This design comes from an exercise in tuning for small area, a short achievable clock period and few clock cycles on the open sky130 flow, not from production work.
RTL that was checked went through simulation tests only; none was proved equivalent to the original.
Power figures rest on the tool's default switching activity, not on a simulated workload.

==> flow/design.v <==
package msts_pkg;
   localparam int SLOTS       = 16;
   localparam int SLOT_W      = 4;
   localparam int ID_WIDTH    = 8;
   localparam int COUNT_WIDTH = 16;
   localparam logic [1:0] CMD_TICK  = 2'd0;
   localparam logic [1:0] CMD_START = 2'd1;
   localparam logic [1:0] CMD_STOP  = 2'd2;
   localparam logic [1:0] CMD_READ  = 2'd3;
endpackage
module millisecond_timer_slot_table_unit (
   input  logic        clock,
   input  logic        reset,
   input  logic        req_tvalid,
   output logic        req_tready,
   input  logic [7:0]  req_tdata,   
   input  logic [1:0]  req_tuser,   
   output logic        rsp_tvalid,
   input  logic        rsp_tready,
   output logic [39:0] rsp_tdata
);
   localparam int SLOTS = msts_pkg::SLOTS;
   localparam int CW    = msts_pkg::COUNT_WIDTH;
   logic [SLOTS-1:0] used_ff;
   logic [7:0]       owner_ff [SLOTS];
   logic [CW-1:0]    stamp_ff [SLOTS];
   logic [CW-1:0]    tick_cnt_ff;
   logic             s0_v_ff;
   logic             s0_tick_ff, s0_start_ff, s0_stop_ff, s0_read_ff;
   logic [7:0]       s0_id_ff;
   logic [SLOTS-1:0] s0_eq_ff;
   logic          e_v_ff;
   logic          e_success_ff;
   logic [3:0]    e_slot_ff;
   logic          e_show_ff;
   logic          e_running_ff;
   logic [CW-1:0] e_stamp_ff;
   logic          out_v_ff;
   logic          out_success_ff;
   logic [3:0]    out_slot_ff;
   logic [CW-1:0] out_elapsed_ff;
   logic          out_running_ff;
   logic adv, ex, nfull_ff;
   assign adv        = !out_v_ff || rsp_tready;
   assign req_tready = nfull_ff || rsp_tready;
   assign ex         = s0_v_ff && adv;
   logic [SLOTS-1:0] free1, claim, release_;
   logic [SLOTS-1:0] claim_s, release_s;
   logic             hit, anyfree, stop_rest;
   logic             is_tick, is_start, is_stop, is_read;
   logic [3:0]       hit_idx, free_idx;
   logic [CW-1:0]    hit_stamp;
   assign is_tick  = s0_tick_ff;
   assign is_start = s0_start_ff;
   assign is_stop  = s0_stop_ff;
   assign is_read  = s0_read_ff;
   always_comb begin
      logic seen_free;
      seen_free = 1'b0;
      hit_idx   = '0;
      free_idx  = '0;
      hit_stamp = '0;
      stop_rest = 1'b0;
      for (int i = 0; i < SLOTS; i++) begin
         free1[i]  = !used_ff[i] && !seen_free;
         seen_free = seen_free || !used_ff[i];
         if (s0_eq_ff[i]) begin
            hit_idx   = hit_idx | 4'(i);
            hit_stamp = hit_stamp | stamp_ff[i];
         end
         if (free1[i]) begin
            free_idx = free_idx | 4'(i);
         end
         stop_rest = stop_rest || (used_ff[i] && !s0_eq_ff[i]);
      end
      hit      = |s0_eq_ff;
      anyfree  = seen_free;
      claim_s   = (s0_v_ff && is_start && !hit) ? free1 : '0;
      release_s = (s0_v_ff && is_stop) ? s0_eq_ff : '0;
      claim     = adv ? claim_s : '0;
      release_  = adv ? release_s : '0;
   end
   logic [SLOTS-1:0] in_eq;
   logic             same_id;
   assign same_id = (req_tdata == s0_id_ff);
   always_comb begin
      for (int i = 0; i < SLOTS; i++) begin
         in_eq[i] = (used_ff[i] && (owner_ff[i] == req_tdata) && !release_s[i]) ||
                    (claim_s[i] && same_id);
      end
   end
   always_ff @(posedge clock) begin
      if (reset) begin
         used_ff     <= '0;
         tick_cnt_ff <= '0;
      end else begin
         used_ff <= (used_ff | claim) & ~release_;
         if (ex && is_tick) begin
            tick_cnt_ff <= tick_cnt_ff + 1'b1;
         end
      end
   end
   always_ff @(posedge clock) begin
      for (int i = 0; i < SLOTS; i++) begin
         if (!used_ff[i]) begin
            owner_ff[i] <= s0_id_ff;
            stamp_ff[i] <= tick_cnt_ff;
         end
      end
   end
   always_ff @(posedge clock) begin
      if (reset) begin
         s0_v_ff  <= 1'b0;
         e_v_ff   <= 1'b0;
         out_v_ff <= 1'b0;
         nfull_ff <= 1'b1;
      end else begin
         if (req_tready) begin
            s0_v_ff <= req_tvalid;
         end
         if (adv) begin
            e_v_ff   <= s0_v_ff;
            out_v_ff <= e_v_ff;
         end
         nfull_ff <= !((req_tready ? req_tvalid : s0_v_ff) && (adv ? e_v_ff : out_v_ff));
      end
   end
   always_ff @(posedge clock) begin
      if (req_tready) begin
         s0_tick_ff  <= (req_tuser == msts_pkg::CMD_TICK);
         s0_start_ff <= (req_tuser == msts_pkg::CMD_START);
         s0_stop_ff  <= (req_tuser == msts_pkg::CMD_STOP);
         s0_read_ff  <= (req_tuser == msts_pkg::CMD_READ);
         s0_id_ff  <= req_tdata;
         s0_eq_ff  <= in_eq;
      end
   end
   always_ff @(posedge clock) begin
      if (adv) begin
         e_show_ff    <= hit && (is_start || is_read);
         e_stamp_ff   <= hit_stamp;
         e_success_ff <= is_tick || hit || (is_start && anyfree);
         e_running_ff <= is_start || (is_stop ? stop_rest : (|used_ff));
         if (hit && (is_start || is_read)) begin
            e_slot_ff <= hit_idx;
         end else if (is_start && anyfree) begin
            e_slot_ff <= free_idx;
         end else begin
            e_slot_ff <= '0;
         end
      end
   end
   always_ff @(posedge clock) begin
      if (adv) begin
         out_success_ff <= e_success_ff;
         out_slot_ff    <= e_slot_ff;
         out_running_ff <= e_running_ff;
         out_elapsed_ff <= e_show_ff ? (tick_cnt_ff - e_stamp_ff) : '0;
      end
   end
   assign rsp_tvalid = out_v_ff;
   assign rsp_tdata  = {2'b00, out_running_ff, 16'd0, out_elapsed_ff, out_slot_ff, out_success_ff};
endmodule
clock: 4.5 ns
lec_check: 0
abc_clock_period_in_ps: 2200
cap_margin: 20
core_margin: 2
core_utilization: 40
setup_slack_margin: 2.3
slew_margin: 20
run.sh (not shown) runs the stock make flow with config.mk's settings and CLKGATE_MAP_FILE= SYNTH_SCRIPT=/design/flow/synth_recipe.tcl, a recipe that flattens the netlist after the stock synthesis.
Rerun with:
--- a/flow/design.v
+++ b/flow/design.v
@@ -28,8 +28,9 @@
    logic             s0_v_ff;
    logic             s0_tick_ff, s0_start_ff, s0_stop_ff, s0_read_ff;
    logic [7:0]       s0_id_ff;
    logic [SLOTS-1:0] s0_eq_ff;
+   logic             s0_hit_ff;
    logic          e_v_ff;
    logic          e_success_ff;
    logic [3:0]    e_slot_ff;
    logic          e_show_ff;
@@ -72,22 +73,28 @@
             free_idx = free_idx | 4'(i);
          end
          stop_rest = stop_rest || (used_ff[i] && !s0_eq_ff[i]);
       end
-      hit      = |s0_eq_ff;
+      hit      = s0_hit_ff;
       anyfree  = seen_free;
       claim_s   = (s0_v_ff && is_start && !hit) ? free1 : '0;
       release_s = (s0_v_ff && is_stop) ? s0_eq_ff : '0;
       claim     = adv ? claim_s : '0;
       release_  = adv ? release_s : '0;
    end
-   logic [SLOTS-1:0] in_eq;
-   logic             same_id;
-   assign same_id = (req_tdata == s0_id_ff);
+   logic [SLOTS-1:0] in_eq, cmp;
+   logic             in_hit, fwd;
+   assign fwd = s0_v_ff && (req_tdata == s0_id_ff);
    always_comb begin
       for (int i = 0; i < SLOTS; i++) begin
-         in_eq[i] = (used_ff[i] && (owner_ff[i] == req_tdata) && !release_s[i]) ||
-                    (claim_s[i] && same_id);
+         cmp[i] = used_ff[i] && (owner_ff[i] == req_tdata);
+      end
+      if (fwd) begin
+         in_eq  = is_stop ? '0 : (s0_eq_ff | claim_s);
+         in_hit = !is_stop && (hit || (is_start && anyfree));
+      end else begin
+         in_eq  = cmp;
+         in_hit = |cmp;
       end
    end
    always_ff @(posedge clock) begin
       if (reset) begin
@@ -132,8 +139,9 @@
          s0_stop_ff  <= (req_tuser == msts_pkg::CMD_STOP);
          s0_read_ff  <= (req_tuser == msts_pkg::CMD_READ);
          s0_id_ff  <= req_tdata;
          s0_eq_ff  <= in_eq;
+         s0_hit_ff <= in_hit;
       end
    end
    always_ff @(posedge clock) begin
       if (adv) begin
Clock skew falls by 0.0069 ns.
Routed wire length came out lower by 2.7%.
Combinational power came out lower by 7.3%.
Fmax climbs by 14%.
Clock-buffer cell count fell by 5.
Area after synthesis is higher by 1.4%.
Total power shrinks by 3.3%.
Synthesized cell count increases by 3.8%.
Via count rose by 0.90%.
Cell count came out higher by 1.8%.
Hold slack degrades by 0.0033 ns.
Setup slack gets better by 0.33 ns.
Cell area went down by 1.8%.
Testbench counts after the change, summed over its fixed seeds: cycles 4,824.
Only the layout flow was run in the first run of this note; the RTL was not checked for function there.

========
rev 12:
Another version of the RTL of millisecond_timer_slot_table_unit (not shown whole).
Size: ~1,400 cells after synthesis, about 490 flip-flops, roughly 56 I/O pins, roughly 20,000 sq um of cells after synthesis.
==> module millisecond_timer_slot_table_unit, before the edit <==
module millisecond_timer_slot_table_unit (
   input  logic        clock,
   input  logic        reset,
   input  logic        req_tvalid,
   output logic        req_tready,
   input  logic [7:0]  req_tdata,   
   input  logic [1:0]  req_tuser,   
   output logic        rsp_tvalid,
   input  logic        rsp_tready,
   output logic [39:0] rsp_tdata
);
   localparam int SLOTS = msts_pkg::SLOTS;
   localparam int CW    = msts_pkg::COUNT_WIDTH;
   logic [SLOTS-1:0] used_ff;
   logic [7:0]       owner_ff [SLOTS];
   logic [CW-1:0]    stamp_ff [SLOTS];
   logic [CW-1:0]    tick_cnt_ff;
   logic             s0_v_ff;
   logic             s0_tick_ff, s0_start_ff, s0_stop_ff, s0_read_ff;
   logic [7:0]       s0_id_ff;
   logic [SLOTS-1:0] s0_eq_ff;
   logic             s0_hit_ff;
   logic          e_v_ff;
   logic          e_success_ff;
   logic [3:0]    e_slot_ff;
   logic          e_running_ff;
   logic [CW-1:0] e_stamp_ff;
   logic          out_v_ff;
   logic          out_success_ff;
   logic [3:0]    out_slot_ff;
   logic [CW-1:0] out_elapsed_ff;
   logic          out_running_ff;
   logic adv, ex;
   assign adv        = !out_v_ff || rsp_tready;
   assign req_tready = rsp_tready;
   assign ex         = s0_v_ff && adv;
   logic [SLOTS-1:0] free1, claim, release_;
   logic [SLOTS-1:0] claim_s, release_s;
   logic             hit, anyfree, stop_rest;
   logic             is_tick, is_start, is_stop, is_read;
   logic [3:0]       hit_idx, free_idx;
   logic [CW-1:0]    hit_stamp;
   assign is_tick  = s0_tick_ff;
   assign is_start = s0_start_ff;
   assign is_stop  = s0_stop_ff;
   assign is_read  = s0_read_ff;
   always_comb begin
      logic seen_free;
      seen_free = 1'b0;
      hit_idx   = '0;
      free_idx  = '0;
      hit_stamp = '0;
      stop_rest = 1'b0;
      for (int i = 0; i < SLOTS; i++) begin
         free1[i]  = !used_ff[i] && !seen_free;
         seen_free = seen_free || !used_ff[i];
         if (s0_eq_ff[i]) begin
            hit_idx   = hit_idx | 4'(i);
            hit_stamp = hit_stamp | stamp_ff[i];
         end
         if (free1[i]) begin
            free_idx = free_idx | 4'(i);
         end
         stop_rest = stop_rest || (used_ff[i] && !s0_eq_ff[i]);
      end
      hit      = s0_hit_ff;
      anyfree  = seen_free;
      claim_s   = (s0_v_ff && is_start && !hit) ? free1 : '0;
      release_s = (s0_v_ff && is_stop) ? s0_eq_ff : '0;
      claim     = adv ? claim_s : '0;
      release_  = adv ? release_s : '0;
   end
   logic [SLOTS-1:0] in_eq, cmp;
   logic             in_hit, fwd;
   assign fwd = s0_v_ff && (req_tdata == s0_id_ff);
   always_comb begin
      for (int i = 0; i < SLOTS; i++) begin
         cmp[i] = used_ff[i] && (owner_ff[i] == req_tdata);
      end
      if (fwd) begin
         in_eq  = is_stop ? '0 : (s0_eq_ff | claim_s);
         in_hit = !is_stop && (hit || (is_start && anyfree));
      end else begin
         in_eq  = cmp;
         in_hit = |cmp;
      end
   end
   logic [CW-1:0] tick_cnt_in;
   assign tick_cnt_in = is_tick ? tick_cnt_ff + 1'b1 : tick_cnt_ff;
   always_ff @(posedge clock) begin
      if (reset) begin
         used_ff     <= '0;
         tick_cnt_ff <= '0;
      end else begin
         used_ff <= (used_ff | claim) & ~release_;
         if (ex) begin
            tick_cnt_ff <= tick_cnt_in;
         end
      end
   end
   always_ff @(posedge clock) begin
      for (int i = 0; i < SLOTS; i++) begin
         if (!used_ff[i]) begin
            owner_ff[i] <= s0_id_ff;
            stamp_ff[i] <= tick_cnt_ff;
         end
      end
   end
   always_ff @(posedge clock) begin
      if (reset) begin
         s0_v_ff  <= 1'b0;
         e_v_ff   <= 1'b0;
         out_v_ff <= 1'b0;
      end else begin
         if (req_tready) begin
            s0_v_ff <= req_tvalid;
         end else if (adv) begin
            s0_v_ff <= 1'b0;
         end
         if (adv) begin
            e_v_ff   <= s0_v_ff;
            out_v_ff <= e_v_ff;
         end
      end
   end
   always_ff @(posedge clock) begin
      if (req_tready) begin
         s0_tick_ff  <= (req_tuser == msts_pkg::CMD_TICK);
         s0_start_ff <= (req_tuser == msts_pkg::CMD_START);
         s0_stop_ff  <= (req_tuser == msts_pkg::CMD_STOP);
         s0_read_ff  <= (req_tuser == msts_pkg::CMD_READ);
         s0_id_ff  <= req_tdata;
         s0_eq_ff  <= in_eq;
         s0_hit_ff <= in_hit;
      end
   end
   always_ff @(posedge clock) begin
      if (adv) begin
         e_stamp_ff   <= (hit && (is_start || is_read)) ? hit_stamp : tick_cnt_in;
         e_success_ff <= is_tick || hit || (is_start && anyfree);
         e_running_ff <= is_start || (is_stop ? stop_rest : (|used_ff));
         if (hit && (is_start || is_read)) begin
            e_slot_ff <= hit_idx;
         end else if (is_start && anyfree) begin
            e_slot_ff <= free_idx;
         end else begin
            e_slot_ff <= '0;
         end
      end
   end
   logic [CW-1:0] diff;
   always_comb begin
      logic [CW-1:0] g, p, gg, pp, gn, pn;
      g = tick_cnt_ff & ~e_stamp_ff;
      p = tick_cnt_ff ^ ~e_stamp_ff;
      gg    = g;
      gg[0] = g[0] | p[0];
      pp    = p;
      for (int d = 1; d < CW; d = d * 2) begin
         gn = gg;
         pn = pp;
         for (int i = d; i < CW; i++) begin
            gn[i] = gg[i] | (pp[i] & gg[i-d]);
            pn[i] = pp[i] & pp[i-d];
         end
         gg = gn;
         pp = pn;
      end
      diff = p ^ {gg[CW-2:0], 1'b1};
   end
   always_ff @(posedge clock) begin
      if (adv) begin
         out_success_ff <= e_success_ff;
         out_slot_ff    <= e_slot_ff;
         out_running_ff <= e_running_ff;
         out_elapsed_ff <= diff;
      end
   end
   assign rsp_tvalid = out_v_ff;
   assign rsp_tdata  = {2'b00, out_running_ff, 16'd0, out_elapsed_ff, out_slot_ff, out_success_ff};
endmodule
export LEC_CHECK = 0
export ABC_CLOCK_PERIOD_IN_PS = 2200
export CAP_MARGIN = 20
export CORE_MARGIN = 2
export CORE_UTILIZATION = 55
export SETUP_SLACK_MARGIN = 2.3
export SLEW_MARGIN = 20
create_clock -name core_clock -period 4.5 [get_ports {clock}]
standard.sh (not shown) runs the stock make flow with config.mk's settings and CLKGATE_MAP_FILE= SYNTH_SCRIPT=/design/flow/synth_recipe.tcl, a recipe that flattens the netlist after the stock synthesis.
==> flow/flow/run.sh <==
#!/bin/bash
set -o pipefail
export CTS_ARGS="-sink_clustering_enable -repair_clock_nets -dont_use_dummy_load -sink_clustering_size 24 -sink_clustering_max_diameter 60 -buf_list {sky130_fd_sc_hd__clkbuf_8 sky130_fd_sc_hd__clkbuf_16}"
bash standard.sh > standard.log 2>&1
Rev 12 finished all stages; the layout is clean.
Changes in rev 13 relative to rev 12:
-- flow/design.v --
<<< rev 12, line 34
   logic          e_success_ff;
   logic [3:0]    e_slot_ff;
   logic          e_running_ff;
   logic [CW-1:0] e_stamp_ff;
>>> rev 13, line 34
   logic          e_success_ff;
   logic [3:0]    e_slot_ff;
   logic          e_show_ff;
   logic          e_running_ff;
   logic [CW-1:0] e_stamp_ff;
<<< rev 12, line 96
      end
   end
   logic [CW-1:0] tick_cnt_in;
   assign tick_cnt_in = is_tick ? tick_cnt_ff + 1'b1 : tick_cnt_ff;
   always_ff @(posedge clock) begin
      if (reset) begin
>>> rev 13, line 97
      end
   end
   always_ff @(posedge clock) begin
      if (reset) begin
<<< rev 12, line 104
      end else begin
         used_ff <= (used_ff | claim) & ~release_;
         if (ex) begin
            tick_cnt_ff <= tick_cnt_in;
         end
      end
>>> rev 13, line 103
      end else begin
         used_ff <= (used_ff | claim) & ~release_;
         if (ex && is_tick) begin
            tick_cnt_ff <= tick_cnt_ff + 1'b1;
         end
      end
<<< rev 12, line 147
   always_ff @(posedge clock) begin
      if (adv) begin
         e_stamp_ff   <= (hit && (is_start || is_read)) ? hit_stamp : tick_cnt_in;
         e_success_ff <= is_tick || hit || (is_start && anyfree);
         e_running_ff <= is_start || (is_stop ? stop_rest : (|used_ff));
>>> rev 13, line 146
   always_ff @(posedge clock) begin
      if (adv) begin
         e_show_ff    <= hit && (is_start || is_read);
         e_stamp_ff   <= hit_stamp;
         e_success_ff <= is_tick || hit || (is_start && anyfree);
         e_running_ff <= is_start || (is_stop ? stop_rest : (|used_ff));
<<< rev 12, line 159
      end
   end
   logic [CW-1:0] diff;
   always_comb begin
      logic [CW-1:0] g, p, gg, pp, gn, pn;
      g = tick_cnt_ff & ~e_stamp_ff;
      p = tick_cnt_ff ^ ~e_stamp_ff;
      gg    = g;
      gg[0] = g[0] | p[0];
      pp    = p;
      for (int d = 1; d < CW; d = d * 2) begin
         gn = gg;
         pn = pp;
         for (int i = d; i < CW; i++) begin
            gn[i] = gg[i] | (pp[i] & gg[i-d]);
            pn[i] = pp[i] & pp[i-d];
         end
         gg = gn;
         pp = pn;
      end
      diff = p ^ {gg[CW-2:0], 1'b1};
   end
   always_ff @(posedge clock) begin
      if (adv) begin
>>> rev 13, line 159
      end
   end
   always_ff @(posedge clock) begin
      if (adv) begin
<<< rev 12, line 184
         out_slot_ff    <= e_slot_ff;
         out_running_ff <= e_running_ff;
         out_elapsed_ff <= diff;
      end
   end
>>> rev 13, line 164
         out_slot_ff    <= e_slot_ff;
         out_running_ff <= e_running_ff;
         out_elapsed_ff <= e_show_ff ? (tick_cnt_ff - e_stamp_ff) : '0;
      end
   end
==> comparison <==
Total power delta (rev 12 -> rev 13): insignificant. Sequential share of layout area for rev 13 is higher than for rev 12. From rev 12 to rev 13 the numbers moved as follows: synthesized area went down about 0.7%; global-route usage lower; global placement routability congestion fell 0.021; leakage power went down.
No functional check of the RTL was part of any run of this note.

==> port drivers added, routing unchanged <==
The flow's constraints put no driver on any port. The routed layouts listed below were extracted and timed again, unchanged, in two steps. Step 1 sets driving cells, clkbuf_16 on the clock port and buf_2 on the other inputs (assumed; they add their load-dependent delay and slew). Step 2 times the ports against the registers' clock, not the clock port: input delays grow and output delays shrink by t, the midpoint of the rising clock arrivals with the driver on. Slacks: ideal / step 1 / step 2; pairs: ideal / step 1.
| run | t, ns | slack for setup (ns) | clock arrival spread, ns | worst register clock-pin slew, ns | worst slew at a driven data input, ns |
|---|---|---|---|---|---|
| the first run of note 1 | 0.641 | 1.827 / 1.827 / 1.404 | 0.037 / 0.037 | 0.07 / 0.07 | 0.05 |
| the second run of note 1 | 0.648 | 2.158 / 2.128 / 1.588 | 0.032 / 0.032 | 0.07 / 0.07 | 0.04 |
| rev 12 | 0.577 | 2.216 / 2.216 / 1.786 | 0.040 / 0.041 | 0.09 / 0.09 | 0.04 |
| rev 13 | 0.565 | 2.016 / 2.016 / 1.807 | 0.060 / 0.060 | 0.09 / 0.09 | 0.04 |
After both steps every run listed still meets setup and hold. For the second run of note 1, which loses most, drivers alone change the setup slack by -0.030 ns; drivers and shift together by -0.570 ns.
